This is an optimization exercise on Yosys and OpenROAD, whose aim is small area, a short achievable clock period and few clock cycles per item, not a production implementation. Function was checked by simulation only, so behaviour that the tests miss may differ from the original.

==> flow/config.mk <==
export PLATFORM = sky130hd
export DESIGN_NAME = aes128_enc
export DESIGN_NICKNAME = aes128_enc
export VERILOG_FILES = /design/flow/design.v
export SDC_FILE = /design/flow/constraint.sdc
export NUM_CORES = 4
export LEC_CHECK = 0
export CAP_MARGIN = 20
export CORE_MARGIN = 2
export CORE_UTILIZATION = 40
export SLEW_MARGIN = 20
export SYNTH_HIERARCHICAL = 1
==> flow/constraint.sdc <==
create_clock -name core_clock -period 10.0 [get_ports {clock_clk_i}]
set_input_delay 2.0000 -clock core_clock [delete_from_list [all_inputs] [get_ports {clock_clk_i}]]
set_output_delay 2.0000 -clock core_clock [all_outputs]
set_load 0.01 [all_outputs]
==> flow/design.v <==
`default_nettype none
package aes_pkg;
	localparam int unsigned AES_NB = 4;
	localparam int unsigned AES_NR = 10;
	localparam int unsigned AES_BLOCK_W = 128;
	localparam int unsigned AES_WORD_W = 32;
	localparam int unsigned AES_BYTE_W = 8;
	typedef logic [AES_BYTE_W-1:0] aes_byte_t;
	typedef logic [AES_WORD_W-1:0] aes_word_t;
	typedef logic [$clog2(AES_NR+1)-1:0] aes_round_t;
	localparam aes_byte_t AES_RCON_INIT = 8'h01;
	localparam aes_byte_t AES_REDUCE = 8'h1b;
	typedef logic [AES_BLOCK_W-1:0] aes_block_u;
	function automatic aes_byte_t aes_xtime(input aes_byte_t b);
		aes_byte_t shifted;
		shifted = {b[AES_BYTE_W-2:0], 1'b0};
		aes_xtime = b[AES_BYTE_W-1] ? (shifted ^ AES_REDUCE) : shifted;
	endfunction
endpackage
`default_nettype wire
`default_nettype none
module aes_sbox_a (
	input  wire [7:0]  byte_i,
	output wire [17:0] mid_o
);
	wire U0, U1, U2, U3, U4, U5, U6, U7;
	assign {U0, U1, U2, U3, U4, U5, U6, U7} = byte_i;
	wire T1, T2, T3, T4, T5, T6, T7, T8, T9, T10;
	wire T11, T12, T13, T14, T15, T16, T17, T18, T19, T20;
	wire T21, T22, T23, T24, T25, T26, T27, M1, M2, M3;
	wire M4, M5, M6, M7, M8, M9, M10, M11, M12, M13;
	wire M14, M15, M16, M17, M18, M19, M20, M21, M22, M23;
	wire M24, M25, M26, M27, M28, M29, M30, M31, M32, M33;
	wire M34, M35, M36, M37, M38, M39, M40, M41, M42, M43;
	wire M44;
	aes_xor2 g0 (.a(U0), .b(U3), .y(T1));
	aes_xor2 g1 (.a(U0), .b(U5), .y(T2));
	aes_xor2 g2 (.a(U0), .b(U6), .y(T3));
	aes_xor2 g3 (.a(U3), .b(U5), .y(T4));
	aes_xor2 g4 (.a(U4), .b(U6), .y(T5));
	aes_xor2 g5 (.a(T1), .b(T5), .y(T6));
	aes_xor2 g6 (.a(U1), .b(U2), .y(T7));
	aes_xor2 g7 (.a(U7), .b(T6), .y(T8));
	aes_xor2 g8 (.a(U7), .b(T7), .y(T9));
	aes_xor2 g9 (.a(T6), .b(T7), .y(T10));
	aes_xor2 g10 (.a(U1), .b(U5), .y(T11));
	aes_xor2 g11 (.a(U2), .b(U5), .y(T12));
	aes_xor2 g12 (.a(T3), .b(T4), .y(T13));
	aes_xor2 g13 (.a(T6), .b(T11), .y(T14));
	aes_xor2 g14 (.a(T5), .b(T11), .y(T15));
	aes_xor2 g15 (.a(T5), .b(T12), .y(T16));
	aes_xor2 g16 (.a(T9), .b(T16), .y(T17));
	aes_xor2 g17 (.a(U3), .b(U7), .y(T18));
	aes_xor2 g18 (.a(T7), .b(T18), .y(T19));
	aes_xor2 g19 (.a(T1), .b(T19), .y(T20));
	aes_xor2 g20 (.a(U6), .b(U7), .y(T21));
	aes_xor2 g21 (.a(T7), .b(T21), .y(T22));
	aes_xor2 g22 (.a(T2), .b(T22), .y(T23));
	aes_xor2 g23 (.a(T2), .b(T10), .y(T24));
	aes_xor2 g24 (.a(T20), .b(T17), .y(T25));
	aes_xor2 g25 (.a(T3), .b(T16), .y(T26));
	aes_xor2 g26 (.a(T1), .b(T12), .y(T27));
	aes_nand2 g27 (.a(T13), .b(T6), .y(M1));
	aes_nand2 g28 (.a(T23), .b(T8), .y(M2));
	aes_xnor2 g29 (.a(T14), .b(M1), .y(M3));
	aes_nand2 g30 (.a(T19), .b(U7), .y(M4));
	aes_xor2 g31 (.a(M4), .b(M1), .y(M5));
	aes_nand2 g32 (.a(T3), .b(T16), .y(M6));
	aes_nand2 g33 (.a(T22), .b(T9), .y(M7));
	aes_xnor2 g34 (.a(T26), .b(M6), .y(M8));
	aes_nand2 g35 (.a(T20), .b(T17), .y(M9));
	aes_xor2 g36 (.a(M9), .b(M6), .y(M10));
	aes_nand2 g37 (.a(T1), .b(T15), .y(M11));
	aes_nand2 g38 (.a(T4), .b(T27), .y(M12));
	aes_xor2 g39 (.a(M12), .b(M11), .y(M13));
	aes_nand2 g40 (.a(T2), .b(T10), .y(M14));
	aes_xor2 g41 (.a(M14), .b(M11), .y(M15));
	aes_xnor2 g42 (.a(M3), .b(M2), .y(M16));
	aes_xor2 g43 (.a(M5), .b(T24), .y(M17));
	aes_xnor2 g44 (.a(M8), .b(M7), .y(M18));
	aes_xor2 g45 (.a(M10), .b(M15), .y(M19));
	aes_xor2 g46 (.a(M16), .b(M13), .y(M20));
	aes_xor2 g47 (.a(M17), .b(M15), .y(M21));
	aes_xor2 g48 (.a(M18), .b(M13), .y(M22));
	aes_xor2 g49 (.a(M19), .b(T25), .y(M23));
	aes_xnor2 g50 (.a(M22), .b(M23), .y(M24));
	aes_nand2 g51 (.a(M22), .b(M20), .y(M25));
	aes_xor2 g52 (.a(M21), .b(M25), .y(M26));
	aes_xnor2 g53 (.a(M20), .b(M21), .y(M27));
	aes_xor2 g54 (.a(M23), .b(M25), .y(M28));
	aes_nor2 g55 (.a(M28), .b(M27), .y(M29));
	aes_nor2 g56 (.a(M26), .b(M24), .y(M30));
	aes_nand2 g57 (.a(M20), .b(M23), .y(M31));
	aes_nor2 g58 (.a(M27), .b(M31), .y(M32));
	aes_xor2 g59 (.a(M27), .b(M25), .y(M33));
	aes_nand2 g60 (.a(M21), .b(M22), .y(M34));
	aes_nor2 g61 (.a(M24), .b(M34), .y(M35));
	aes_xor2 g62 (.a(M24), .b(M25), .y(M36));
	aes_xor2 g63 (.a(M21), .b(M29), .y(M37));
	aes_xor2 g64 (.a(M32), .b(M33), .y(M38));
	aes_xor2 g65 (.a(M23), .b(M30), .y(M39));
	aes_xor2 g66 (.a(M35), .b(M36), .y(M40));
	aes_xor2 g67 (.a(M38), .b(M40), .y(M41));
	aes_xor2 g68 (.a(M37), .b(M39), .y(M42));
	aes_xor2 g69 (.a(M37), .b(M38), .y(M43));
	aes_xor2 g70 (.a(M39), .b(M40), .y(M44));
	assign mid_o = {M37, M38, M39, M40, M41, M42, M43, M44, T10, T13, T15, T16, T2, T20, T23, T4, T8, U7};
endmodule
module aes_sbox_ak (
	input  wire [7:0]  byte_i,
	output wire [13:0] mid_o
);
	wire U0, U1, U2, U3, U4, U5, U6, U7;
	assign {U0, U1, U2, U3, U4, U5, U6, U7} = byte_i;
	wire T1, T2, T3, T4, T5, T6, T7, T8, T9, T10;
	wire T11, T12, T13, T14, T15, T16, T17, T18, T19, T20;
	wire T21, T22, T23, T24, T25, T26, T27, M1, M2, M3;
	wire M4, M5, M6, M7, M8, M9, M10, M11, M12, M13;
	wire M14, M15, M16, M17, M18, M19, M20, M21, M22, M23;
	wire M24, M25, M26, M27, M28, M29, M30, M31, M32, M33;
	wire M34, M35, M36, M37, M38, M39, M40, M41, M42, M43;
	wire M44;
	aes_xor2 g0 (.a(U0), .b(U3), .y(T1));
	aes_xor2 g1 (.a(U0), .b(U5), .y(T2));
	aes_xor2 g2 (.a(U0), .b(U6), .y(T3));
	aes_xor2 g3 (.a(U3), .b(U5), .y(T4));
	aes_xor2 g4 (.a(U4), .b(U6), .y(T5));
	aes_xor2 g5 (.a(T1), .b(T5), .y(T6));
	aes_xor2 g6 (.a(U1), .b(U2), .y(T7));
	aes_xor2 g7 (.a(U7), .b(T6), .y(T8));
	aes_xor2 g8 (.a(U7), .b(T7), .y(T9));
	aes_xor2 g9 (.a(T6), .b(T7), .y(T10));
	aes_xor2 g10 (.a(U1), .b(U5), .y(T11));
	aes_xor2 g11 (.a(U2), .b(U5), .y(T12));
	aes_xor2 g12 (.a(T3), .b(T4), .y(T13));
	aes_xor2 g13 (.a(T6), .b(T11), .y(T14));
	aes_xor2 g14 (.a(T5), .b(T11), .y(T15));
	aes_xor2 g15 (.a(T5), .b(T12), .y(T16));
	aes_xor2 g16 (.a(T9), .b(T16), .y(T17));
	aes_xor2 g17 (.a(U3), .b(U7), .y(T18));
	aes_xor2 g18 (.a(T7), .b(T18), .y(T19));
	aes_xor2 g19 (.a(T1), .b(T19), .y(T20));
	aes_xor2 g20 (.a(U6), .b(U7), .y(T21));
	aes_xor2 g21 (.a(T7), .b(T21), .y(T22));
	aes_xor2 g22 (.a(T2), .b(T22), .y(T23));
	aes_xor2 g23 (.a(T2), .b(T10), .y(T24));
	aes_xor2 g24 (.a(T20), .b(T17), .y(T25));
	aes_xor2 g25 (.a(T3), .b(T16), .y(T26));
	aes_xor2 g26 (.a(T1), .b(T12), .y(T27));
	aes_nand2 g27 (.a(T13), .b(T6), .y(M1));
	aes_nand2 g28 (.a(T23), .b(T8), .y(M2));
	aes_xnor2 g29 (.a(T14), .b(M1), .y(M3));
	aes_nand2 g30 (.a(T19), .b(U7), .y(M4));
	aes_xor2 g31 (.a(M4), .b(M1), .y(M5));
	aes_nand2 g32 (.a(T3), .b(T16), .y(M6));
	aes_nand2 g33 (.a(T22), .b(T9), .y(M7));
	aes_xnor2 g34 (.a(T26), .b(M6), .y(M8));
	aes_nand2 g35 (.a(T20), .b(T17), .y(M9));
	aes_xor2 g36 (.a(M9), .b(M6), .y(M10));
	aes_nand2 g37 (.a(T1), .b(T15), .y(M11));
	aes_nand2 g38 (.a(T4), .b(T27), .y(M12));
	aes_xor2 g39 (.a(M12), .b(M11), .y(M13));
	aes_nand2 g40 (.a(T2), .b(T10), .y(M14));
	aes_xor2 g41 (.a(M14), .b(M11), .y(M15));
	aes_xnor2 g42 (.a(M3), .b(M2), .y(M16));
	aes_xor2 g43 (.a(M5), .b(T24), .y(M17));
	aes_xnor2 g44 (.a(M8), .b(M7), .y(M18));
	aes_xor2 g45 (.a(M10), .b(M15), .y(M19));
	aes_xor2 g46 (.a(M16), .b(M13), .y(M20));
	aes_xor2 g47 (.a(M17), .b(M15), .y(M21));
	aes_xor2 g48 (.a(M18), .b(M13), .y(M22));
	aes_xor2 g49 (.a(M19), .b(T25), .y(M23));
	aes_xnor2 g50 (.a(M22), .b(M23), .y(M24));
	aes_nand2 g51 (.a(M22), .b(M20), .y(M25));
	aes_xor2 g52 (.a(M21), .b(M25), .y(M26));
	aes_xnor2 g53 (.a(M20), .b(M21), .y(M27));
	aes_xor2 g54 (.a(M23), .b(M25), .y(M28));
	aes_nor2 g55 (.a(M28), .b(M27), .y(M29));
	aes_nor2 g56 (.a(M26), .b(M24), .y(M30));
	aes_nand2 g57 (.a(M20), .b(M23), .y(M31));
	aes_nor2 g58 (.a(M27), .b(M31), .y(M32));
	aes_xor2 g59 (.a(M27), .b(M25), .y(M33));
	aes_nand2 g60 (.a(M21), .b(M22), .y(M34));
	aes_nor2 g61 (.a(M24), .b(M34), .y(M35));
	aes_xor2 g62 (.a(M24), .b(M25), .y(M36));
	aes_xor2 g63 (.a(M21), .b(M29), .y(M37));
	aes_xor2 g64 (.a(M32), .b(M33), .y(M38));
	aes_xor2 g65 (.a(M23), .b(M30), .y(M39));
	aes_xor2 g66 (.a(M35), .b(M36), .y(M40));
	aes_xor2 g67 (.a(M38), .b(M40), .y(M41));
	aes_xor2 g68 (.a(M37), .b(M39), .y(M42));
	aes_xor2 g69 (.a(M37), .b(M38), .y(M43));
	aes_xor2 g70 (.a(M39), .b(M40), .y(M44));
	assign mid_o = {M37, M38, M39, M40, M41, M42, M43, M44, T13, T17, T23, T27, T8, T9};
endmodule
module aes_sbox_b (
	input  wire [17:0] mid_i,
	output wire [7:0]  byte_o
);
	wire M37, M38, M39, M40, M41, M42, M43, M44, T10, T13;
	wire T15, T16, T2, T20, T23, T4, T8, U7;
	assign {M37, M38, M39, M40, M41, M42, M43, M44, T10, T13, T15, T16, T2, T20, T23, T4, T8, U7} = mid_i;
	wire R0, R1, R2, R3, R4, R5, R6, R7;
	wire M45, M46, M47, M48, M49, M50, M51, M52, M53, M54;
	wire M55, M56, M57, M58, M59, M60, M61, M62, M63, L0;
	wire L1, L2, L3, L4, L5, L6, L7, L8, L9, L10;
	wire L11, L12, L13, L14, L15, L16, L17, L18, L19, L20;
	wire L21, L22, L23, L24, L25, L26, L27, L28, L29, S0;
	wire S1, S2, S3, S4, S5, S6, S7;
	aes_xor2 g0 (.a(T2), .b(T4), .y(R0));
	aes_xor2 g1 (.a(T13), .b(T4), .y(R1));
	aes_xor2 g2 (.a(T8), .b(U7), .y(R2));
	aes_xor2 g3 (.a(T10), .b(T8), .y(R3));
	aes_xor2 g4 (.a(T15), .b(U7), .y(R4));
	aes_xor2 g5 (.a(T13), .b(T23), .y(R5));
	aes_xor2 g6 (.a(T2), .b(T23), .y(R6));
	aes_xor2 g7 (.a(T10), .b(T15), .y(R7));
	aes_xor2 g8 (.a(M42), .b(M41), .y(M45));
	aes_nand2 g9 (.a(M44), .b(R2), .y(M46));
	aes_nand2 g10 (.a(M40), .b(T8), .y(M47));
	aes_nand2 g11 (.a(M39), .b(U7), .y(M48));
	aes_nand2 g12 (.a(M43), .b(T16), .y(M49));
	aes_nand2 g13 (.a(M38), .b(R3), .y(M50));
	aes_nand2 g14 (.a(M37), .b(R4), .y(M51));
	aes_nand2 g15 (.a(M42), .b(T15), .y(M52));
	aes_nand2 g16 (.a(M45), .b(R7), .y(M53));
	aes_nand2 g17 (.a(M41), .b(T10), .y(M54));
	aes_nand2 g18 (.a(M44), .b(T13), .y(M55));
	aes_nand2 g19 (.a(M40), .b(T23), .y(M56));
	aes_nand2 g20 (.a(M39), .b(R5), .y(M57));
	aes_nand2 g21 (.a(M43), .b(R1), .y(M58));
	aes_nand2 g22 (.a(M38), .b(R6), .y(M59));
	aes_nand2 g23 (.a(M37), .b(T20), .y(M60));
	aes_nand2 g24 (.a(M42), .b(R0), .y(M61));
	aes_nand2 g25 (.a(M45), .b(T4), .y(M62));
	aes_nand2 g26 (.a(M41), .b(T2), .y(M63));
	aes_xor2 g27 (.a(M61), .b(M62), .y(L0));
	aes_xor2 g28 (.a(M50), .b(M56), .y(L1));
	aes_xor2 g29 (.a(M46), .b(M48), .y(L2));
	aes_xor2 g30 (.a(M47), .b(M55), .y(L3));
	aes_xor2 g31 (.a(M54), .b(M58), .y(L4));
	aes_xor2 g32 (.a(M49), .b(M61), .y(L5));
	aes_xnor2 g33 (.a(M62), .b(L5), .y(L6));
	aes_xnor2 g34 (.a(M46), .b(L3), .y(L7));
	aes_xor2 g35 (.a(M51), .b(M59), .y(L8));
	aes_xor2 g36 (.a(M52), .b(M53), .y(L9));
	aes_xnor2 g37 (.a(M53), .b(L4), .y(L10));
	aes_xnor2 g38 (.a(M60), .b(L2), .y(L11));
	aes_xor2 g39 (.a(M48), .b(M51), .y(L12));
	aes_xnor2 g40 (.a(M50), .b(L0), .y(L13));
	aes_xor2 g41 (.a(M52), .b(M61), .y(L14));
	aes_xnor2 g42 (.a(M55), .b(L1), .y(L15));
	aes_xnor2 g43 (.a(M56), .b(L0), .y(L16));
	aes_xnor2 g44 (.a(M57), .b(L1), .y(L17));
	aes_xnor2 g45 (.a(M58), .b(L8), .y(L18));
	aes_xnor2 g46 (.a(M63), .b(L4), .y(L19));
	aes_xor2 g47 (.a(L0), .b(L1), .y(L20));
	aes_xor2 g48 (.a(L1), .b(L7), .y(L21));
	aes_xor2 g49 (.a(L3), .b(L12), .y(L22));
	aes_xor2 g50 (.a(L18), .b(L2), .y(L23));
	aes_xor2 g51 (.a(L15), .b(L9), .y(L24));
	aes_xor2 g52 (.a(L6), .b(L10), .y(L25));
	aes_xor2 g53 (.a(L7), .b(L9), .y(L26));
	aes_xor2 g54 (.a(L8), .b(L10), .y(L27));
	aes_xor2 g55 (.a(L11), .b(L14), .y(L28));
	aes_xor2 g56 (.a(L11), .b(L17), .y(L29));
	aes_xor2 g57 (.a(L6), .b(L24), .y(S0));
	aes_xnor2 g58 (.a(L16), .b(L26), .y(S1));
	aes_xnor2 g59 (.a(L19), .b(L28), .y(S2));
	aes_xor2 g60 (.a(L6), .b(L21), .y(S3));
	aes_xor2 g61 (.a(L20), .b(L22), .y(S4));
	aes_xor2 g62 (.a(L25), .b(L29), .y(S5));
	aes_xnor2 g63 (.a(L13), .b(L27), .y(S6));
	aes_xnor2 g64 (.a(L6), .b(L23), .y(S7));
	assign byte_o = {S0, S1, S2, S3, S4, S5, S6, S7};
endmodule
module aes_sbox_bk (
	input  wire [21:0] mid_i,
	output wire [7:0]  byte_o
);
	wire M37, M38, M39, M40, M41, M42, M43, M44, T13, T17;
	wire T23, T27, T8, T9, U0, U1, U2, U3, U4, U5;
	wire U6, U7;
	assign {M37, M38, M39, M40, M41, M42, M43, M44, T13, T17, T23, T27, T8, T9, U0, U1, U2, U3, U4, U5, U6, U7} = mid_i;
	wire R0, R1, R2, R3, R4, R5, R6, R7, R8, R9;
	wire R10;
	wire M45, M46, M47, M48, M49, M50, M51, M52, M53, M54;
	wire M55, M56, M57, M58, M59, M60, M61, M62, M63, L0;
	wire L1, L2, L3, L4, L5, L6, L7, L8, L9, L10;
	wire L11, L12, L13, L14, L15, L16, L17, L18, L19, L20;
	wire L21, L22, L23, L24, L25, L26, L27, L28, L29, S0;
	wire S1, S2, S3, S4, S5, S6, S7;
	aes_xor2 g0 (.a(U0), .b(U3), .y(R0));
	aes_xor2 g1 (.a(U0), .b(U5), .y(R1));
	aes_xor2 g2 (.a(U0), .b(U6), .y(R2));
	aes_xor2 g3 (.a(U3), .b(U5), .y(R3));
	aes_xor2 g4 (.a(T8), .b(U7), .y(R4));
	aes_xor2 g5 (.a(T8), .b(T9), .y(R5));
	aes_xor2 g6 (.a(T17), .b(U7), .y(R6));
	aes_xor2 g7 (.a(T17), .b(T9), .y(R7));
	aes_xor2 g8 (.a(T13), .b(T23), .y(R8));
	aes_xor2 g9 (.a(T9), .b(U0), .y(R9));
	aes_xor2 g10 (.a(T9), .b(U6), .y(R10));
	aes_xor2 g11 (.a(M42), .b(M41), .y(M45));
	aes_nand2 g12 (.a(M44), .b(R4), .y(M46));
	aes_nand2 g13 (.a(M40), .b(T8), .y(M47));
	aes_nand2 g14 (.a(M39), .b(U7), .y(M48));
	aes_nand2 g15 (.a(M43), .b(R7), .y(M49));
	aes_nand2 g16 (.a(M38), .b(T9), .y(M50));
	aes_nand2 g17 (.a(M37), .b(T17), .y(M51));
	aes_nand2 g18 (.a(M42), .b(R6), .y(M52));
	aes_nand2 g19 (.a(M45), .b(T27), .y(M53));
	aes_nand2 g20 (.a(M41), .b(R5), .y(M54));
	aes_nand2 g21 (.a(M44), .b(T13), .y(M55));
	aes_nand2 g22 (.a(M40), .b(T23), .y(M56));
	aes_nand2 g23 (.a(M39), .b(R8), .y(M57));
	aes_nand2 g24 (.a(M43), .b(R2), .y(M58));
	aes_nand2 g25 (.a(M38), .b(R10), .y(M59));
	aes_nand2 g26 (.a(M37), .b(R9), .y(M60));
	aes_nand2 g27 (.a(M42), .b(R0), .y(M61));
	aes_nand2 g28 (.a(M45), .b(R3), .y(M62));
	aes_nand2 g29 (.a(M41), .b(R1), .y(M63));
	aes_xor2 g30 (.a(M61), .b(M62), .y(L0));
	aes_xor2 g31 (.a(M50), .b(M56), .y(L1));
	aes_xor2 g32 (.a(M46), .b(M48), .y(L2));
	aes_xor2 g33 (.a(M47), .b(M55), .y(L3));
	aes_xor2 g34 (.a(M54), .b(M58), .y(L4));
	aes_xor2 g35 (.a(M49), .b(M61), .y(L5));
	aes_xnor2 g36 (.a(M62), .b(L5), .y(L6));
	aes_xnor2 g37 (.a(M46), .b(L3), .y(L7));
	aes_xor2 g38 (.a(M51), .b(M59), .y(L8));
	aes_xor2 g39 (.a(M52), .b(M53), .y(L9));
	aes_xnor2 g40 (.a(M53), .b(L4), .y(L10));
	aes_xnor2 g41 (.a(M60), .b(L2), .y(L11));
	aes_xor2 g42 (.a(M48), .b(M51), .y(L12));
	aes_xnor2 g43 (.a(M50), .b(L0), .y(L13));
	aes_xor2 g44 (.a(M52), .b(M61), .y(L14));
	aes_xnor2 g45 (.a(M55), .b(L1), .y(L15));
	aes_xnor2 g46 (.a(M56), .b(L0), .y(L16));
	aes_xnor2 g47 (.a(M57), .b(L1), .y(L17));
	aes_xnor2 g48 (.a(M58), .b(L8), .y(L18));
	aes_xnor2 g49 (.a(M63), .b(L4), .y(L19));
	aes_xor2 g50 (.a(L0), .b(L1), .y(L20));
	aes_xor2 g51 (.a(L1), .b(L7), .y(L21));
	aes_xor2 g52 (.a(L3), .b(L12), .y(L22));
	aes_xor2 g53 (.a(L18), .b(L2), .y(L23));
	aes_xor2 g54 (.a(L15), .b(L9), .y(L24));
	aes_xor2 g55 (.a(L6), .b(L10), .y(L25));
	aes_xor2 g56 (.a(L7), .b(L9), .y(L26));
	aes_xor2 g57 (.a(L8), .b(L10), .y(L27));
	aes_xor2 g58 (.a(L11), .b(L14), .y(L28));
	aes_xor2 g59 (.a(L11), .b(L17), .y(L29));
	aes_xor2 g60 (.a(L6), .b(L24), .y(S0));
	aes_xnor2 g61 (.a(L16), .b(L26), .y(S1));
	aes_xnor2 g62 (.a(L19), .b(L28), .y(S2));
	aes_xor2 g63 (.a(L6), .b(L21), .y(S3));
	aes_xor2 g64 (.a(L20), .b(L22), .y(S4));
	aes_xor2 g65 (.a(L25), .b(L29), .y(S5));
	aes_xnor2 g66 (.a(L13), .b(L27), .y(S6));
	aes_xnor2 g67 (.a(L6), .b(L23), .y(S7));
	assign byte_o = {S0, S1, S2, S3, S4, S5, S6, S7};
endmodule
module aes_xor2 (
	input  wire a,
	input  wire b,
	output wire y
);
	assign y = a ^ b;
endmodule
module aes_xnor2 (
	input  wire a,
	input  wire b,
	output wire y
);
	assign y = ~(a ^ b);
endmodule
module aes_nand2 (
	input  wire a,
	input  wire b,
	output wire y
);
	assign y = ~(a & b);
endmodule
module aes_nor2 (
	input  wire a,
	input  wire b,
	output wire y
);
	assign y = ~(a | b);
endmodule
`default_nettype wire
`default_nettype none
module aes_xorv #(
	parameter int W = 8
) (
	input  wire [W-1:0] a,
	input  wire [W-1:0] b,
	output wire [W-1:0] y
);
	assign y = a ^ b;
endmodule
module aes_andnv #(
	parameter int W = 8
) (
	input  wire [W-1:0] a,
	input  wire         s,
	output wire [W-1:0] y
);
	assign y = a & ~{W{s}};
endmodule
module aes_xtime (
	input  wire [7:0] a,
	output wire [7:0] y
);
	aes_xorv #(.W(3)) red_i (
		.a({a[3], a[2], a[0]}),
		.b({3{a[7]}}),
		.y({y[4], y[3], y[1]})
	);
	assign {y[7], y[6], y[5], y[2], y[0]} = {a[6], a[5], a[4], a[1], a[7]};
endmodule
module aes_mix_column (
	input  wire [31:0] col_i,
	output wire [31:0] col_o
);
	wire [7:0] a [4];
	wire [7:0] p [4];    
	wire [7:0] x [4];    
	wire [7:0] q [4];    
	for (genvar i = 0; i < 4; i++) begin : g_col
		assign a[i] = col_i[31-8*i -: 8];
		aes_xorv #(.W(8)) p_i (.a(a[i]), .b(a[(i + 1) % 4]), .y(p[i]));
		aes_xtime x_i (.a(p[i]), .y(x[i]));
		aes_xorv #(.W(8)) q_i (.a(a[(i + 1) % 4]), .b(p[(i + 2) % 4]), .y(q[i]));
		aes_xorv #(.W(8)) o_i (.a(q[i]), .b(x[i]), .y(col_o[31-8*i -: 8]));
	end
endmodule
module aes_round (
	input  wire aes_pkg::aes_block_u sub_i,
	input  wire aes_pkg::aes_block_u round_key_i,
	output aes_pkg::aes_block_u      state_o,
	output aes_pkg::aes_block_u      final_o
);
	aes_pkg::aes_block_u shift_state;
	aes_pkg::aes_block_u mix_state;
	always_comb begin
		for (int c = 0; c < 4; c++) begin
			for (int r = 0; r < 4; r++) begin
				shift_state[127-8*(4*c + r) -: 8] = sub_i[127-8*(4*((c + r) % 4) + r) -: 8];
			end
		end
	end
	for (genvar c = 0; c < 4; c++) begin : g_mix
		aes_mix_column mix_i (
			.col_i(shift_state[127-32*c -: 32]),
			.col_o(mix_state[127-32*c -: 32])
		);
	end
	assign state_o = mix_state;
	aes_xorv #(.W(128)) fin_i (.a(shift_state), .b(round_key_i), .y(final_o));
endmodule
`default_nettype wire
`default_nettype none
module aes_key_expander (
	input  wire aes_pkg::aes_block_u key_i,
	input  wire aes_pkg::aes_byte_t  rcon_i,
	input  wire aes_pkg::aes_word_t  sub_i,
	output aes_pkg::aes_block_u      key_o
);
	aes_pkg::aes_word_t w0;
	aes_pkg::aes_word_t w01;
	aes_pkg::aes_word_t w23;
	aes_pkg::aes_block_u early;
	assign w0 = key_i[127:96] ^ {rcon_i, 24'h000000};
	assign w01 = w0 ^ key_i[95:64];
	assign w23 = key_i[63:32] ^ key_i[31:0];
	assign early = {w0, w01, w01 ^ key_i[63:32], w01 ^ w23};
	aes_xorv #(.W(128)) sub_x (.a(early), .b({4{sub_i}}), .y(key_o));
endmodule
`default_nettype wire
`default_nettype none
module aes128_enc (
	input  wire                      clock_clk_i,
	input  wire                      arst_n_i,
	input  wire                      in_req_i,
	output logic                     in_ack_o,
	input  wire aes_pkg::aes_block_u plaintext_i,
	input  wire aes_pkg::aes_block_u key_i,
	output logic                     out_req_o,
	input  wire                      out_ack_i,
	output aes_pkg::aes_block_u      ciphertext_o
);
	logic ack_q;
	logic                a_valid_q;
	logic                a_parked_q;
	logic                a_first_q;
	aes_pkg::aes_byte_t  a_rcon_q;
	aes_pkg::aes_block_u a_state_q;
	aes_pkg::aes_block_u a_key_q;
	logic                b_valid_q;
	logic                b_parked_q;
	logic                b_first_q;
	aes_pkg::aes_byte_t  b_rcon_q;
	logic [16*18-1:0]    b_mid_q;
	aes_pkg::aes_block_u b_key_q;
	logic [4*14-1:0]     b_kmid_q;
	logic                capture_q;
	logic                deliver_q;
	logic                park_q;
	logic                out_full_q;
	logic                out_req_q;
	aes_pkg::aes_block_u ct_q;
	logic [16*18-1:0]    mid;
	logic [4*14-1:0]     kmid;
	aes_pkg::aes_block_u sub_state;
	aes_pkg::aes_word_t  key_sub;
	aes_pkg::aes_block_u round_key;
	aes_pkg::aes_block_u mix_state;
	aes_pkg::aes_block_u final_out;
	aes_pkg::aes_block_u mix_kept;
	aes_pkg::aes_block_u whitened;
	aes_pkg::aes_block_u add_key;
	aes_pkg::aes_block_u state_next;
	logic other_parked;
	logic out_full_next;
	logic n_done;
	logic n_deliver;
	logic n_park;
	logic n_capture;
	assign other_parked = a_valid_q && a_parked_q;
	assign out_full_next = deliver_q || (out_full_q && (out_req_q || out_ack_i));
	assign n_done = a_valid_q && (a_parked_q || a_rcon_q == 8'h36);
	assign n_deliver = n_done && !out_full_next && (!park_q || (a_parked_q && a_first_q));
	assign n_park = n_done && !n_deliver;
	assign n_capture = in_req_i && !ack_q && !capture_q && (!a_valid_q || n_deliver);
	for (genvar i = 0; i < 16; i++) begin : g_sbox
		aes_sbox_a sbox_i (
			.byte_i(a_state_q[127-8*i -: 8]),
			.mid_o (mid[18*i +: 18])
		);
	end
	for (genvar i = 0; i < 4; i++) begin : g_ksbox
		aes_sbox_ak sbox_i (
			.byte_i(a_key_q[127-8*(12 + (i + 1) % 4) -: 8]),
			.mid_o (kmid[14*i +: 14])
		);
	end
	for (genvar i = 0; i < 16; i++) begin : g_sbox_out
		aes_sbox_b sbox_i (
			.mid_i (b_mid_q[18*i +: 18]),
			.byte_o(sub_state[127-8*i -: 8])
		);
	end
	for (genvar i = 0; i < 4; i++) begin : g_ksbox_out
		aes_sbox_bk sbox_i (
			.mid_i ({b_kmid_q[14*i +: 14], b_key_q[127-8*(12 + (i + 1) % 4) -: 8]}),
			.byte_o(key_sub[31-8*i -: 8])
		);
	end
	aes_key_expander key_expander_i (
		.key_i (b_key_q),
		.rcon_i(b_rcon_q),
		.sub_i (key_sub),
		.key_o (round_key)
	);
	aes_round round_i (
		.sub_i      (sub_state),
		.round_key_i(round_key),
		.state_o    (mix_state),
		.final_o    (final_out)
	);
	aes_andnv #(.W(128)) mix_kept_i (.a(mix_state), .s(capture_q), .y(mix_kept));
	aes_xorv #(.W(128)) whiten_i (.a(plaintext_i), .b(key_i), .y(whitened));
	assign add_key = capture_q ? whitened : round_key;
	aes_xorv #(.W(128)) ark_i (.a(mix_kept), .b(add_key), .y(state_next));
	always_ff @(posedge clock_clk_i or negedge arst_n_i) begin
		if (!arst_n_i) begin
			ack_q <= 1'b0;
			a_valid_q <= 1'b0;
			a_parked_q <= 1'b0;
			a_first_q <= 1'b0;
			b_valid_q <= 1'b0;
			b_parked_q <= 1'b0;
			b_first_q <= 1'b0;
			capture_q <= 1'b0;
			deliver_q <= 1'b0;
			park_q <= 1'b0;
			out_full_q <= 1'b0;
			out_req_q <= 1'b0;
		end else begin
			if (capture_q) begin
				ack_q <= 1'b1;
			end else if (!in_req_i) begin
				ack_q <= 1'b0;
			end
			a_valid_q <= capture_q || (b_valid_q && !deliver_q);
			a_parked_q <= park_q;
			a_first_q <= park_q && (b_first_q || !other_parked);
			b_valid_q <= a_valid_q;
			b_parked_q <= a_parked_q;
			b_first_q <= a_first_q;
			capture_q <= n_capture;
			deliver_q <= n_deliver;
			park_q <= n_park;
			if (deliver_q) begin
				out_req_q <= 1'b1;
			end else if (out_ack_i) begin
				out_req_q <= 1'b0;
			end
			out_full_q <= out_full_next;
		end
	end
	always_ff @(posedge clock_clk_i) begin
		a_state_q <= state_next;
		if (capture_q) begin
			a_key_q <= key_i;
			a_rcon_q <= 8'h01;
		end else begin
			if (park_q) begin
				a_key_q <= b_parked_q ? b_key_q : final_out;
			end else begin
				a_key_q <= round_key;
			end
			a_rcon_q <= aes_pkg::aes_xtime(b_rcon_q);
		end
		b_mid_q <= mid;
		b_key_q <= a_key_q;
		b_kmid_q <= kmid;
		b_rcon_q <= a_rcon_q;
		if (deliver_q) begin
			ct_q <= b_parked_q ? b_key_q : final_out;
		end
	end
	assign in_ack_o = ack_q;
	assign out_req_o = out_req_q;
	assign ciphertext_o = ct_q;
endmodule
`default_nettype wire
==> flow/flow/run.sh <==
#!/bin/bash
# Standard layout (the standard.sh, unchanged synthesis) with the
# resizer asked for more setup margin than the 10 ns clock needs, so that it
# sizes up the slow XOR chains, and plain buffers on the ports; the clock
# period and constraints are the standard flow's.
cp standard.sh standard_sh.log
export SETUP_SLACK_MARGIN=6.2
export BUFFER_PORTS_ARGS="-buffer_cell sky130_fd_sc_hd__buf_2"
bash standard.sh > standard.log 2>&1
==> flow/standard.sh <==
#!/bin/bash
# synth_recipe.tcl (not shown) runs the flow's synth.tcl, then flattens the netlist and writes it again
# the make line also repeats each setting of config.mk as NAME=value (left out here)
make -C /OpenROAD-flow-scripts/flow DESIGN_CONFIG=/design/flow/config.mk WORK_HOME=/design/flow/orfs CLKGATE_MAP_FILE= SYNTH_SCRIPT=/design/flow/synth_recipe.tcl "${@:-finish}"
==> metrics.yaml, run 1 <==
status: "complete, no violations"
cts_buffer_depth: 3
worstSkewPairLatency_ns: 0.74
drt_wl_total_um: 187000
num_vias: 38045
clk_pin_slew_ns: 0.07
place_inst: 7961
grt_use_total_pct: 23.3
grt.met3_usage_pct: 2.97
die-width_um: 395
end_kind: "flip-flop"
crit_family: "XOR/XNOR gates"
grt_max_degree: 148
met2_usage_pct: 36.2
cts_setup_buffers: 0
fin_tns_setup_ns: 0
multiInputGateArea_mm2: 0.0376
grt-ovfl-total: 0
port_buffers: 389
yosys_warnings: 9
viasPerCell: 4.67
nNetsFinal: 6291
hp-class: "reg2reg"
ys_types: 35
design_area_mm2: 0.0648
tightest_slew_ns: 1.19
rsz0062_at_grt: "yes"
detail-route-antenna-nets: 0
mostFrequentLayoutCells: "xor2_1 (2,548), dfxtp_1 (744), nand2_1 (729), xnor2_1 (449), buf_2 (389)"
gp_congestion: 0.949
worstPathRequired_ns: 10.67
syn2layout_area_growth_pct: 5.93
setup_violations: 0
rows: 143
period_share_pct: 37.7
critPathLaunchType: "flip-flop"
final_core_util_pct: 42.7
path_cells: "xor2_1 -> nand2_1 -> xor2_1 -> xnor2_2 -> xor2_2 -> xor2_2 -> xor2_1 -> mux2_4 -> mux2i_1 -> o21ai_1"
busiest_layer: "met2"
drive_gt1_share_pct: 15.4
initial_core_util_pct: 40.3
whs_path_depth: 0
cts_tree: "built"
syn_avg_cell_area_um2: 9.92
cp.depth: 10
cts-htree-levels: 3
dr.pass1.iters: 5
path_max_fanout: 4
placed_area_mm2: 0.0611
cts_resized: 4
hold_buffers: 0
cp.arrival_ns: 4.43
numClockSinks: 884
grtUsageMet1_pct: 31.7
cts_buffers: 98
synth_edf_count: 128
synth.net_count: 6428
drtIter0Drc: 2743
ys_ff_latch: 884
die-area_mm2: 0.156
io_pins: 390
slowest_delay_ns: 0.60
syn_area_mm2: 0.0612
synthesis.instances: 6168
worst_path_most_repeated_cell: "xor2_1"
layout_commonest_cell: "xor2_1"
synth_flop_cell: "dfxtp_1"
r2r_cells: 10
drv_cap: 0
grt_pass1_vias: 38404
yosysSeqAreaShare_pct: 31.1
cp_slowest_cell: "dfxtp_1"
path_buf_inv: 0
grt_antenna_before_repair: 17
fmax_mhz: 266
hpwl_um: 153000
fin_skew_ns: 0.0379
grt_pass1_wl_um: 265000
period_needed_ns: 3.77
hold_viol: 0
wl_per_cell_um: 22.9
drcViolationCount: 0
fillerInstances: 14579
slew_headroom_pct: 19.8
instances_no_fill: 8148
register_area_mm2: 0.0191
die_y_um: 395
crit_type: "reg2reg"
async_reset_ff_share_pct: 1.36
core_area_mm2: 0.152
final-max-slew-violation-count: 0
clockRootBuffer: "clkbuf_16"
[Yosys stat by module (local to each module, per instance), a selection]
module,cell area [µm²],cells
aes_xor2,8.76,1
aes_sbox_a,135,18
aes_xtime,37.5,5
aes_sbox_b,60.1,8
aes_sbox_bk,60.1,8
aes_nor2,3.75,1
aes_sbox_ak,105,14
aes_key_expander,1570,136
aes_nand2,3.75,1
aes_xnor2,8.76,1
aes128_enc,25600,1630
[path summary, 6_finish.rpt]
kind / startpoint / end / slack (ns)
worst max-delay path: b_key_q[4] / a_key_q[79] / 6.23
worst min-delay path: a_key_q[102] / b_key_q[102] / 0.32
worst max register to register: b_key_q[4] / a_key_q[79] / 6.23
worst min register to register: a_key_q[102] / b_key_q[102] / 0.32
max in group asynchronous: arst_n_i / b_parked_q / 8.62
min in group asynchronous: arst_n_i / out_full_q / 1.14
[synth_stat cells, types with 2 or more instances]
master,instances,area [µm²]
buf_4,615,4620
buf_8,2,30.0
clkbuf_1,18,67.6
a21o_1,2,15.0
xnor2_1,467,4090
buf_6,2,22.5
xnor3_1,32,721
o21ai_0,10,50.1
buf_1,2,7.51
nor2b_1,133,832
inv_1,28,105
mux2i_1,128,1280
mux2_4,120,1800
buf_2,21,105
nor2_1,85,319
dfxtp_1,744,14900
xor2_2,8,130
edfxtp_1,128,3840
o21ai_1,120,601
mux2_2,136,1530
buf_12,11,220
dfrtp_1,12,300
nand2_1,729,2740
xor2_1,2604,22800
[final cells by class]
class	instances	area share [%]
timing repair buffer	434	3.54
inverter	28	0.162
antenna	4	0.0154
sequential	884	29.4
tap	2030	3.92
clock inverter	53	0.770
multi-input combinational	4585	58.0
clock buffer	130	4.26
[stage by stage]
stage / hold WS (ns) / setup slack (ns)
6_report: 0.317 / 6.23
5_1_grt: 0.326 / 6.12
4_1_cts: 0.322 / 6.18
3_5_place_dp: 0.312 / 5.86
3_3_place_gp: 0.310 / 5.86
2_1_floorplan: 0.310 / 6.27
[cell families after synthesis]
| logic type | after synthesis | synth area share, % |
|---|---|---|
| AOI/OAI and AO/OA | 136 | 1.14 |
| xor gates and xnor gates | 3111 | 45.3 |
| and+or+nand+nor | 954 | 6.43 |
| DFF | 884 | 31.1 |
| buffers and inverters | 699 | 8.45 |
| muxes | 384 | 7.54 |
[sequential cells by signal, summed over array words and instances (netlist names), 8 cells and up]
| name | count |
|---|---|
| a_rcon_q | 8 |
| b_mid_q | 288 |
| b_key_q | 128 |
| b_rcon_q | 8 |
| ct_q | 128 |
| b_kmid_q | 56 |
| a_key_q | 128 |
| a_state_q | 128 |
[metal layers]
layer,wire [µm],vias up
li1,-,18366
met1,84900,18375
met2,82200,1039
met3,9910,263
met4,9610,2
met5,19,-
Testbench counts, summed over its fixed seeds: cycles 3,880, items 384.
==> run 2: changes to the inputs <==
--- a/flow/flow/run.sh
+++ b/flow/flow/run.sh
@@ -4,6 +4,6 @@
 # sizes up the slow XOR chains, and plain buffers on the ports; the clock
 # period and constraints are the standard flow's.
 cp standard.sh standard_sh.log
-export SETUP_SLACK_MARGIN=6.2
+export SETUP_SLACK_MARGIN=6.8
 export BUFFER_PORTS_ARGS="-buffer_cell sky130_fd_sc_hd__buf_2"
 bash standard.sh > standard.log 2>&1
==> run 2 against run 1 <==
  * Largest cell class unchanged
  * Critical path depth shrank 9
  * First-iteration DRC count rose by 0.47%
  * Sequential cell count did not move
  * Final area grew 15%
  * Register-to-register slack improved by 0.47 ns
  * Critical path type is now reg2out
  * Highest routed layer unchanged
  * Synthesized area is the same
  * Global-route usage is 0.47 points higher
  * Utilization grew 6.2 points
  * Count of clock-buffer cells in the layout up 5
==> metrics.yaml, run 2 <==
synth_top_area_share_pct: 37.3  # unchanged
hpwl_um: 153000  # about the same
fin_skew_ns: 0.0373  # was 0.0379 ns
register_area_mm2: 0.0192  # was 0.0191 mm²
grt_pass1_wl_um: 270000  # was 265,000 µm
period_needed_ns: 3.49  # was 3.77 ns
drive_gt1_share_pct: 31.1  # was 15.4%
place_inst: 7974  # was 7,961
cts_buffer_depth: 3  # unchanged
io_pins: 390  # unchanged
fmax_mhz: 286  # was 266 MHz
detail-route-antenna-nets: 0  # unchanged
hold_viol: 0  # unchanged
synth_area_leader_cell: "xor2_1"  # unchanged
numClockSinks: 884  # unchanged
viasPerCell: 4.69  # was 4.67
syn_area_mm2: 0.0612  # unchanged
path_max_fanout: 1  # was 4
drcViolationCount: 0  # unchanged
instances_no_fill: 8488  # was 8,148
cts-htree-levels: 3  # unchanged
hold_buffers: 0  # unchanged
setup_violations: 0  # unchanged
cp_slowest_cell: "edfxtp_1"  # was dfxtp_1
core_area_mm2: 0.152  # unchanged
drt_wl_total_um: 195000  # was 187,000 µm
nNetsFinal: 6626  # was 6,291
fillerInstances: 13561  # was 14,579
end_kind: "output pin"  # was flip-flop
yosysSeqAreaShare_pct: 31.1  # unchanged
whs_path_depth: 0  # unchanged
slew_headroom_pct: 19.5  # was 19.8%
port_buffers: 389  # unchanged
die-width_um: 395  # unchanged
async_reset_ff_share_pct: 1.36  # unchanged
cp.arrival_ns: 1.49  # was 4.43 ns
drv_cap: 0  # unchanged
drtIter0Drc: 2756  # was 2,743
crit_family: "flip-flops"  # was XOR/XNOR gates
clockRootBuffer: "clkbuf_16"  # unchanged
status: "complete, no violations"  # unchanged
synth_area_leaders: "xor2_1 (37%), dfxtp_1 (24%), buf_4 (7.5%)"  # unchanged
clk_pin_slew_ns: 0.07  # about the same
gp_congestion: 0.954  # was 0.949
ys_types: 35  # unchanged
critPathLaunchType: "flip-flop"  # unchanged
synth_flop_cell: "dfxtp_1"  # unchanged
synth_edf_count: 128  # unchanged
synth.most_common_cell: "xor2_1"  # unchanged
rsz0062_at_grt: "yes"  # unchanged
ys_ff_latch: 884  # unchanged
synth.net_count: 6428  # unchanged
die_y_um: 395  # unchanged
yosys-top-cells-count: "xor2_1 (2,604), dfxtp_1 (744), nand2_1 (729), buf_4 (615), xnor2_1 (467)"  # unchanged
grt_use_total_pct: 23.7  # was 23.3%
r2r_cells: 12  # was 10
path_cells: "buf_2"  # was xor2_1 -> nand2_1 -> xor2_1 -> xnor2_2 -> xor2_2 -> xor2_2 -> xor2_1 -> mux2_4 -> mux2i_1 -> o21ai_1
largest_reg_flops: 288  # unchanged
syn2layout_area_growth_pct: 21.3  # was 5.93%
path_buf_inv: 1  # was 0
cp.depth: 1  # was 10
worstSkewPairLatency_ns: 0.73  # was 0.74 ns
hp-class: "reg2reg"  # unchanged
die-area_mm2: 0.156  # unchanged
whs_ns: 0.308  # was 0.317 ns
cts_buffers: 98  # unchanged
largest-register: "b_mid_q"  # unchanged
synthesis.instances: 6168  # unchanged
worstPathRequired_ns: 8.00  # was 10.67 ns
final_core_util_pct: 48.9  # was 42.7%
placed_area_mm2: 0.0612  # was 0.0611 mm²
initial_core_util_pct: 40.3  # unchanged
multiInputGateArea_mm2: 0.0437  # was 0.0376 mm²
period_share_pct: 34.9  # was 37.7%
mostFrequentLayoutCells: "xor2_1 (2,062), nand2_1 (723), dfxtp_1 (622), xor2_2 (413), buf_2 (381)"  # was xor2_1 (2,548), dfxtp_1 (744), nand2_1 (729), xnor2_1 (449), buf_2 (389)
crit_type: "reg2out"  # was reg2reg
grt_antenna_before_repair: 14  # was 17
layout_commonest_cell: "xor2_1"  # unchanged
syn_avg_cell_area_um2: 9.92  # unchanged
tightest_slew_ns: 1.20  # was 1.19 ns
design_area_mm2: 0.0743  # was 0.0648 mm²
dr.pass1.iters: 7  # was 5
rows: 143  # unchanged
num_vias: 39825  # was 38,045
slowest_delay_ns: 0.55  # was 0.60 ns
fin_tns_setup_ns: 0  # unchanged
final-max-slew-violation-count: 0  # unchanged
yosys_warnings: 9  # unchanged
grt_pass1_vias: 39658  # was 38,404
grt_max_degree: 164  # was 148
wl_per_cell_um: 23.0  # was 22.9 µm
grt-ovfl-total: 0  # unchanged
cts_tree: "built"  # unchanged
[run 2: cell counts after synthesis]
No cell type changed its count.
[run 2: worst paths after layout]
check,start,to,slack (ns)
worst max-delay path,ct_q[21],ciphertext_o[21],6.51
worst min-delay path,a_key_q[108],b_key_q[108],0.31
worst max register to register,b_mid_q[56],a_state_q[82],6.70
worst min register to register,a_key_q[108],b_key_q[108],0.31
max in group asynchronous,arst_n_i,park_q,8.59
min in group asynchronous,arst_n_i,a_first_q,1.15
[run 2: cells by family (layout without fill, tap and decap cells)]
logic type / Yosys count / in the layout / synth area share [%]
XOR/XNOR: 3111 / 3111 / 45.3
multiplexers: 384 / 384 / 7.54
flip-flops: 884 / 884 / 31.1
AND/OR/NAND/NOR: 954 / 954 / 6.43
buffers and inverters: 699 / 982 / 8.45
other: 0 / 7 / 0
AO/OA/AOI/OAI: 136 / 136 / 1.14
[run 2: Yosys stat by module (local to each module, per instance), excerpt]
module,area [µm²],times used,flops+latches
aes128_enc,25600,1,884
aes_key_expander,1570,1,0
aes_nand2,3.75,600,0
aes_nor2,3.75,80,0
aes_sbox_a,135,16,0
aes_sbox_ak,105,4,0
aes_sbox_b,60.1,16,0
aes_sbox_bk,60.1,4,0
aes_xnor2,8.76,400,0
aes_xor2,8.76,1652,0
aes_xtime,37.5,16,0
[run 2: metrics by stage]
step / worst slack (ns)
after floorplan: 6.83
after global placement: 6.06
after CTS: 6.49
final: 6.51
after global routing: 6.50
after detailed placement: 6.09
[run 2: metal layers]
metal / share of wire (%) / up-vias / GRT usage (%)
met2: 45 / 1209 / 37.2
met3: 6.0 / 303 / 2.94
met4: 5.8 / 2 / 12.1
met5: 0.0067 / - / 0
met1: 43 / 19690 / 32.0
li1: - / 18621 / -
[run 2: area by class of cell]
cell class / instances / area share [%]
Sequential cell: 884 / 25.9
Antenna cell: 7 / 0.0236
Multi-Input combinational cell: 4585 / 58.9
Tap cell: 2030 / 3.42
Inverter: 28 / 0.142
Clock buffer: 135 / 3.89
Timing Repair Buffer: 769 / 6.98
Clock inverter: 50 / 0.738
[run 2: repair_timing]
action | in CTS | in global routing
setup buffers | 78 | 244
endpoints found under the setup margin | 577 | 518
gates cloned | 0 | 0
gates resized for setup | 412 | 562
pin swaps | 67 | 204
==> run 3: changes to the inputs <==
--- a/flow/flow/run.sh
+++ b/flow/flow/run.sh
@@ -4,6 +4,6 @@
 # sizes up the slow XOR chains, and plain buffers on the ports; the clock
 # period and constraints are the standard flow's.
 cp standard.sh standard_sh.log
-export SETUP_SLACK_MARGIN=6.8
+export SETUP_SLACK_MARGIN=6.5
 export BUFFER_PORTS_ARGS="-buffer_cell sky130_fd_sc_hd__buf_2"
 bash standard.sh > standard.log 2>&1
--- a/flow/config.mk
+++ b/flow/config.mk
@@ -8,5 +8,6 @@
 export CAP_MARGIN = 20
 export CORE_MARGIN = 2
 export CORE_UTILIZATION = 40
+export PLACE_DENSITY = 0.75
 export SLEW_MARGIN = 20
 export SYNTH_HIERARCHICAL = 1
==> run 3 against run 2 <==
  * Via count shrank 1.4%
  * Critical path type is now reg2reg
  * Non-clock buffer count shrank 310
  * Final area shrank 9.4%
  * Sequential cell count is the same
  * Worst setup slack lost 0.078 ns
  * Global-route usage shrank 0.30 points
  * Hold slack gained 0.0089 ns
  * Maximum frequency shrank 2.2%
  * Critical path depth grew 10
  * Final cell count shrank 3.7%
==> metrics.yaml, run 3 <==
status: "complete, no violations"  # unchanged
design_area_mm2: 0.0673  # was 0.0743 mm²
ys_types: 35  # unchanged
slew_headroom_pct: 18.4  # was 19.5%
end_kind: "flip-flop"  # was output pin
fin_skew_ns: 0.0297  # was 0.0373 ns
fmax_mhz: 280  # was 286 MHz
worst_path_most_repeated_cell: "xor2_1"
drt_wl_total_um: 191000  # was 195,000 µm
async_reset_ff_share_pct: 1.36  # unchanged
mostFrequentLayoutCells: "xor2_1 (2,362), nand2_1 (729), dfxtp_1 (721), xnor2_1 (411), buf_2 (388)"  # was xor2_1 (2,062), nand2_1 (723), dfxtp_1 (622), xor2_2 (413), buf_2 (381)
crit_path_end: "a_key_q[10]"  # was ciphertext_o[21]
largest_reg_flops: 288  # unchanged
period_needed_ns: 3.57  # was 3.49 ns
die_y_um: 395  # unchanged
wl_per_cell_um: 23.3  # was 23.0 µm
yosysSeqAreaShare_pct: 31.1  # unchanged
cp_slowest_cell: "xor2_1"  # was edfxtp_1
nNetsFinal: 6317  # was 6,626
synth_flop_cell: "dfxtp_1"  # unchanged
grt-ovfl-total: 0  # unchanged
grt_antenna_before_repair: 19  # was 14
cts_buffers: 99  # was 98
path_buf_inv: 0  # was 1
hpwl_um: 154000  # was 153,000 µm
placed_area_mm2: 0.0610  # was 0.0612 mm²
numClockSinks: 884  # unchanged
cp.depth: 11  # was 1
grt_use_total_pct: 23.4  # was 23.7%
cts_tree: "built"  # unchanged
viasPerCell: 4.80  # was 4.69
tightest_slew_ns: 1.22  # was 1.20 ns
clk_pin_slew_ns: 0.07  # about the same
rsz0062_at_grt: "yes"  # unchanged
layout_setup_ws_ns: 6.43  # was 6.51 ns
drtIter0Drc: 2903  # was 2,756
die-area_mm2: 0.156  # unchanged
port_buffers: 389  # unchanged
synth_edf_count: 128  # unchanged
clockRootBuffer: "clkbuf_16"  # unchanged
yosys-top-cells-count: "xor2_1 (2,604), dfxtp_1 (744), nand2_1 (729), buf_4 (615), xnor2_1 (467)"  # unchanged
synthesis.instances: 6168  # unchanged
initial_core_util_pct: 40.3  # unchanged
timing.critical_path.from: "b_key_q[7]"  # was ct_q[21]
grt_max_degree: 166  # was 164
setup_violations: 0  # unchanged
insertedDiodeCount: 0  # was 7
grt_pass1_vias: 39359  # was 39,658
crit_family: "XOR/XNOR gates"  # was flip-flops
r2r_end: "a_key_q[10]"  # was a_state_q[82]
dr.pass1.iters: 6  # was 7
syn2layout_area_growth_pct: 9.94  # was 21.3%
drive_gt1_share_pct: 19.8  # was 31.1%
layout_commonest_cell: "xor2_1"  # unchanged
worstReg2RegStart: "b_key_q[7]"  # was b_mid_q[56]
place_inst: 7953  # was 7,974
syn_area_mm2: 0.0612  # unchanged
critPathLaunchType: "flip-flop"  # unchanged
hp-class: "reg2reg"  # unchanged
largest-register: "b_mid_q"  # unchanged
whs_ns: 0.317  # was 0.308 ns
path_cells: "xor2_1 -> nand2_1 -> xor2_1 -> xnor2_4 -> xor2_1 -> xor2_2 -> xor2_1 -> xor2_1 -> mux2_4 -> mux2i_1 -> o21ai_1"  # was buf_2
cts_buffer_depth: 3  # unchanged
place_ws_ns: 5.92  # was 6.09 ns
r2r_slack_ns: 6.43  # was 6.70 ns
core_area_mm2: 0.152  # unchanged
worstSkewPairLatency_ns: 0.73  # about the same
fin_tns_setup_ns: 0  # unchanged
synth.most_common_cell: "xor2_1"  # unchanged
final-max-slew-violation-count: 0  # unchanged
worstPathRequired_ns: 10.58  # was 8.00 ns
cp.arrival_ns: 4.15  # was 1.49 ns
hold_viol: 0  # unchanged
synth_area_leader_cell: "xor2_1"  # unchanged
yosys_warnings: 9  # unchanged
period_share_pct: 35.7  # was 34.9%
grt_pass1_wl_um: 268000  # was 270,000 µm
slowest_delay_ns: 0.51  # was 0.55 ns
num_vias: 39253  # was 39,825
synth_top_area_share_pct: 37.3  # unchanged
rows: 143  # unchanged
cts-htree-levels: 3  # unchanged
ys_ff_latch: 884  # unchanged
instances_no_fill: 8172  # was 8,488
crit_type: "reg2reg"  # was reg2out
syn_avg_cell_area_um2: 9.92  # unchanged
synth_area_leaders: "xor2_1 (37%), dfxtp_1 (24%), buf_4 (7.5%)"  # unchanged
die-width_um: 395  # unchanged
detail-route-antenna-nets: 0  # unchanged
drcViolationCount: 0  # unchanged
drv_cap: 0  # unchanged
r2r_cells: 11  # was 12
io_pins: 390  # unchanged
synth.net_count: 6428  # unchanged
path_max_fanout: 6  # was 1
hold_buffers: 0  # unchanged
gp_congestion: 1.00  # was 0.954
## run 3: final cells by class
cell class / instances / area [µm²]
timing repair buffer: 459 / 2560
clock buffer: 140 / 2930
tap: 2030 / 2540
clock inverter: 46 / 453
inverter: 28 / 105
fill: 14107 / 84600
sequential: 884 / 19100
multi-input combinational: 4585 / 39600
## run 3: stage by stage
| stage | utilization [%] |
|---|---|
| 4_1_cts | 42.8 |
| 3_3_place_gp | 40.2 |
| 5_1_grt | 44.3 |
| 2_1_floorplan | - |
| 3_5_place_dp | 40.2 |
| 6_report | 44.3 |
## run 3: worst min-delay path by stage
stage	start	end	slack (ns)	cells after the start
3_3_place_gp	a_key_q[80]	b_key_q[80]	0.31	0
2_1_floorplan	a_key_q[100]	b_key_q[100]	0.31	0
6_report	a_key_q[114]	b_key_q[114]	0.32	0
5_1_grt	a_key_q[114]	b_key_q[114]	0.32	0
3_5_place_dp	a_key_q[127]	b_key_q[127]	0.31	0
4_1_cts	a_key_q[114]	b_key_q[114]	0.31	0
## run 3: per-layer routing
layer	track usage (%)	part of all wire, %
met5	0	0.019
met4	13.1	6.1
met3	4.20	7.6
met2	36.1	44
met1	30.9	42
## run 3: cell families after synthesis
kind of cell	after synthesis	synth area share, %
simple gates	954	6.43
flops	884	31.1
buf+inv	699	8.45
compound gates	136	1.14
mux	384	7.54
xor+xnor	3111	45.3
## run 3: Yosys stat by module (local to each module, per instance), a selection
module / area (µm²) / cells inside / copies in the design
aes_nor2: 3.75 / 1 / 80
aes_sbox_a: 135 / 18 / 16
aes128_enc: 25600 / 1630 / 1
aes_xor2: 8.76 / 1 / 1652
aes_xnor2: 8.76 / 1 / 400
aes_sbox_ak: 105 / 14 / 4
aes_xtime: 37.5 / 5 / 16
aes_key_expander: 1570 / 136 / 1
aes_nand2: 3.75 / 1 / 600
aes_sbox_bk: 60.1 / 8 / 4
aes_sbox_b: 60.1 / 8 / 16
## run 3: timing repair
item / in CTS / in global routing
endpoints found under the setup margin: 171 / 281
gates resized for setup: 86 / 269
setup buffers: 0 / 33
pin swaps: 0 / 32
==> run 4: changes to the inputs <==
--- a/flow/flow/run.sh
+++ b/flow/flow/run.sh
@@ -4,6 +4,6 @@
 # sizes up the slow XOR chains, and plain buffers on the ports; the clock
 # period and constraints are the standard flow's.
 cp standard.sh standard_sh.log
-export SETUP_SLACK_MARGIN=6.5
+export SETUP_SLACK_MARGIN=6.4
 export BUFFER_PORTS_ARGS="-buffer_cell sky130_fd_sc_hd__buf_2"
 bash standard.sh > standard.log 2>&1
--- a/flow/config.mk
+++ b/flow/config.mk
@@ -8,6 +8,5 @@
 export CAP_MARGIN = 20
 export CORE_MARGIN = 2
 export CORE_UTILIZATION = 40
-export PLACE_DENSITY = 0.75
 export SLEW_MARGIN = 20
 export SYNTH_HIERARCHICAL = 1
==> run 4 against run 3 <==
  * Still clean on timing, DRC and antenna
  * Critical path depth is the same
  * Sequential share of layout area grew 0.41 points
  * Maximum frequency shrank 4.9%
  * Clock skew grew 0.0075 ns
  * Routed wire length shrank 1.6%
  * Synthesized cell count is the same
  * Worst setup slack lost 0.18 ns
  * Hold slack lost 0.0059 ns
  * Sequential cell count is the same
  * Largest cell class unchanged
==> metrics.yaml, run 4 <==
r2r_cells: 11  # unchanged
viasPerCell: 4.68  # was 4.80
core_area_mm2: 0.152  # unchanged
cts-htree-levels: 3  # unchanged
critPathLaunchType: "flip-flop"  # unchanged
final-max-slew-violation-count: 0  # unchanged
drt_wl_total_um: 188000  # was 191,000 µm
min_to: "b_key_q[50]"  # was b_key_q[114]
clk_pin_slew_ns: 0.06  # was 0.07 ns
hold_buffers: 0  # unchanged
path_max_fanout: 4  # was 6
largest_reg_flops: 288  # unchanged
syn_avg_cell_area_um2: 9.92  # unchanged
synthesis.instances: 6168  # unchanged
place_inst: 7974  # was 7,953
die-area_mm2: 0.156  # unchanged
whs_path_depth: 0  # unchanged
yosys-top-cells-count: "xor2_1 (2,604), dfxtp_1 (744), nand2_1 (729), buf_4 (615), xnor2_1 (467)"  # unchanged
tightest_slew_ns: 1.17  # was 1.22 ns
r2r_end: "a_state_q[73]"  # was a_key_q[10]
period_needed_ns: 3.76  # was 3.57 ns
rows: 143  # unchanged
async_reset_ff_share_pct: 1.36  # unchanged
crit_type: "reg2reg"  # unchanged
io_pins: 390  # unchanged
dr.pass1.iters: 5  # was 6
hold_viol: 0  # unchanged
drive_gt1_share_pct: 17.8  # was 19.8%
setup_violations: 0  # unchanged
worstPathRequired_ns: 10.59  # was 10.58 ns
port_buffers: 389  # unchanged
cts_buffers: 98  # was 99
syn2layout_area_growth_pct: 8.27  # was 9.94%
grt_pass1_vias: 38750  # was 39,359
r2r_slack_ns: 6.24  # was 6.43 ns
ys_ff_latch: 884  # unchanged
hp-class: "reg2reg"  # unchanged
num_vias: 38257  # was 39,253
synth.net_count: 6428  # unchanged
hpwl_um: 153000  # was 154,000 µm
fmax_mhz: 266  # was 280 MHz
grt_max_degree: 164  # was 166
synth_edf_count: 128  # unchanged
yosysSeqAreaShare_pct: 31.1  # unchanged
worstReg2RegStart: "b_mid_q[170]"  # was b_key_q[7]
grt-ovfl-total: 0  # unchanged
cp.arrival_ns: 4.35  # was 4.15 ns
initial_core_util_pct: 40.3  # unchanged
grt_use_total_pct: 23.3  # was 23.4%
grt_pass1_wl_um: 265000  # was 268,000 µm
drtIter0Drc: 2735  # was 2,903
wl_per_cell_um: 23.0  # was 23.3 µm
rsz0062_at_grt: "yes"  # unchanged
synth_flop_cell: "dfxtp_1"  # unchanged
drv_cap: 0  # unchanged
numClockSinks: 884  # unchanged
drcViolationCount: 0  # unchanged
detail-route-antenna-nets: 0  # unchanged
cts_buffer_depth: 3  # unchanged
syn_area_mm2: 0.0612  # unchanged
gp_congestion: 0.954  # was 1.00
die-width_um: 395  # unchanged
fin_tns_setup_ns: 0  # unchanged
nNetsFinal: 6319  # was 6,317
status: "complete, no violations"  # unchanged
synth_area_leader_cell: "xor2_1"  # unchanged
layout_commonest_cell: "xor2_1"  # unchanged
yosys_warnings: 9  # unchanged
hp-start: "a_key_q[50]"  # was a_key_q[114]
cts_tree: "built"  # unchanged
largest-register: "b_mid_q"  # unchanged
period_share_pct: 37.6  # was 35.7%
synth_top_area_share_pct: 37.3  # unchanged
synth_area_leaders: "xor2_1 (37%), dfxtp_1 (24%), buf_4 (7.5%)"  # unchanged
ys_types: 35  # unchanged
fin_skew_ns: 0.0372  # was 0.0297 ns
worstSkewPairLatency_ns: 0.73  # about the same
end_kind: "flip-flop"  # unchanged
die_y_um: 395  # unchanged
slew_headroom_pct: 21.2  # was 18.4%
synth.most_common_cell: "xor2_1"  # unchanged
instances_no_fill: 8178  # was 8,172
mostFrequentLayoutCells: "xor2_1 (2,453), dfxtp_1 (735), nand2_1 (729), xnor2_1 (437), buf_2 (389)"  # was xor2_1 (2,362), nand2_1 (729), dfxtp_1 (721), xnor2_1 (411), buf_2 (388)
grt_antenna_before_repair: 11  # was 19
clockRootBuffer: "clkbuf_16"  # unchanged
run 4: logic make-up after synthesis:
group / after synthesis / share of synthesized area [%]
buf+inv: 699 / 8.45
compound gates: 136 / 1.14
flops: 884 / 31.1
mux: 384 / 7.54
simple gates: 954 / 6.43
xor+xnor: 3111 / 45.3
run 4: how the worst max path moves through the flow:
| stage | start | to | cells after the start |
|---|---|---|---|
| 2_1_floorplan | a_state_q[87] | b_mid_q[100] | 12 |
| 3_3_place_gp | b_key_q[15] | a_key_q[82] | 11 |
| 5_1_grt | b_mid_q[170] | a_state_q[73] | 11 |
| 4_1_cts | b_key_q[1] | a_key_q[40] | 11 |
| 3_5_place_dp | b_key_q[15] | a_key_q[82] | 11 |
| 6_report | b_mid_q[170] | a_state_q[73] | 11 |
run 4: per-module statistics from Yosys, one instance, submodules excluded, a selection:
| module | cell area, µm² | times used |
|---|---|---|
| aes_xor2 | 8.76 | 1652 |
| aes_nand2 | 3.75 | 600 |
| aes_sbox_a | 135 | 16 |
| aes_nor2 | 3.75 | 80 |
| aes_key_expander | 1570 | 1 |
| aes_xnor2 | 8.76 | 400 |
| aes_sbox_ak | 105 | 4 |
| aes_sbox_b | 60.1 | 16 |
| aes_xtime | 37.5 | 16 |
run 4: timing repair:
item	4_1_cts	5_1_grt
pin swaps	0	8
setup buffers	0	15
resized for setup	38	161
setup endpoints to repair	77	228
run 4: routing by layer:
metal	vias up	wire, µm	track usage, %	share of wire [%]
met5	-	0	0	0
met4	0	9560	11.2	5.1
met3	262	9840	2.78	5.2
met2	1066	83600	36.7	45
met1	18581	84700	31.7	45
li1	18348	-	-	-
run 4: final cells by class:
type,instances,area (µm²)
diodes,4,10.0
clock buffers,135,2890
clock inverters,50,548
fillers,14460,85600
inverters,28,105
multi-input cells,4585,38500
flip-flops and latches,884,19100
well taps,2030,2540
repair buffers,462,2570
run 4: metrics by stage:
stage	worst slack (ns)	hold WS [ns]	cell area (µm²)	util, %
after floorplan	6.83	0.310	61200	-
after global placement	6.06	0.310	61200	40.3
after detailed placement	6.09	0.312	61200	40.3
after CTS	6.29	0.306	64900	42.7
after global routing	6.18	0.322	66300	43.6
final	6.24	0.311	66300	43.6
run 4: worst max-delay path, cell delays in order (launching register included):
cell and delay (ns):
dfxtp_1 0.39, xor2_1 0.17, nand2_1 0.11, xor2_1 0.20
xnor2_1 0.31, xor2_1 0.13, xnor2_1 0.93, xor2_1 0.33
xor2_1 0.24, xor2_1 0.24, nor2b_1 0.45, xor2_1 0.12

[what the ideal ports hide]
No port has a modelled driver above. Below, the same layouts with a new extraction and two added sets of constraints. Step 1: set_driving_cell puts a clkbuf_16 on clock_clk_i and a buf_2 on each other input, an assumption about the parent block. Step 2 also shifts input and output timing later by t, the mid clock arrival at the registers, as if the neighbouring blocks saw the same clock. a / b / c = ideal ports / drivers / drivers and shift; a / b = the first two.
run	shift t [ns]	setup WS [ns]	worst register clock-pin slew, ns
run 1	0.796	6.234 / 6.234 / 6.234	0.07 / 0.07
run 2	0.796	6.507 / 6.424 / 6.491	0.07 / 0.07
run 3	0.791	6.428 / 6.419 / 6.428	0.07 / 0.07
run 4	0.800	6.244 / 6.244 / 6.244	0.07 / 0.07
After both steps every run listed still meets setup and hold. The setup slack of run 2, which loses most, moves by -0.083 ns with the drivers and by -0.016 ns with both steps.
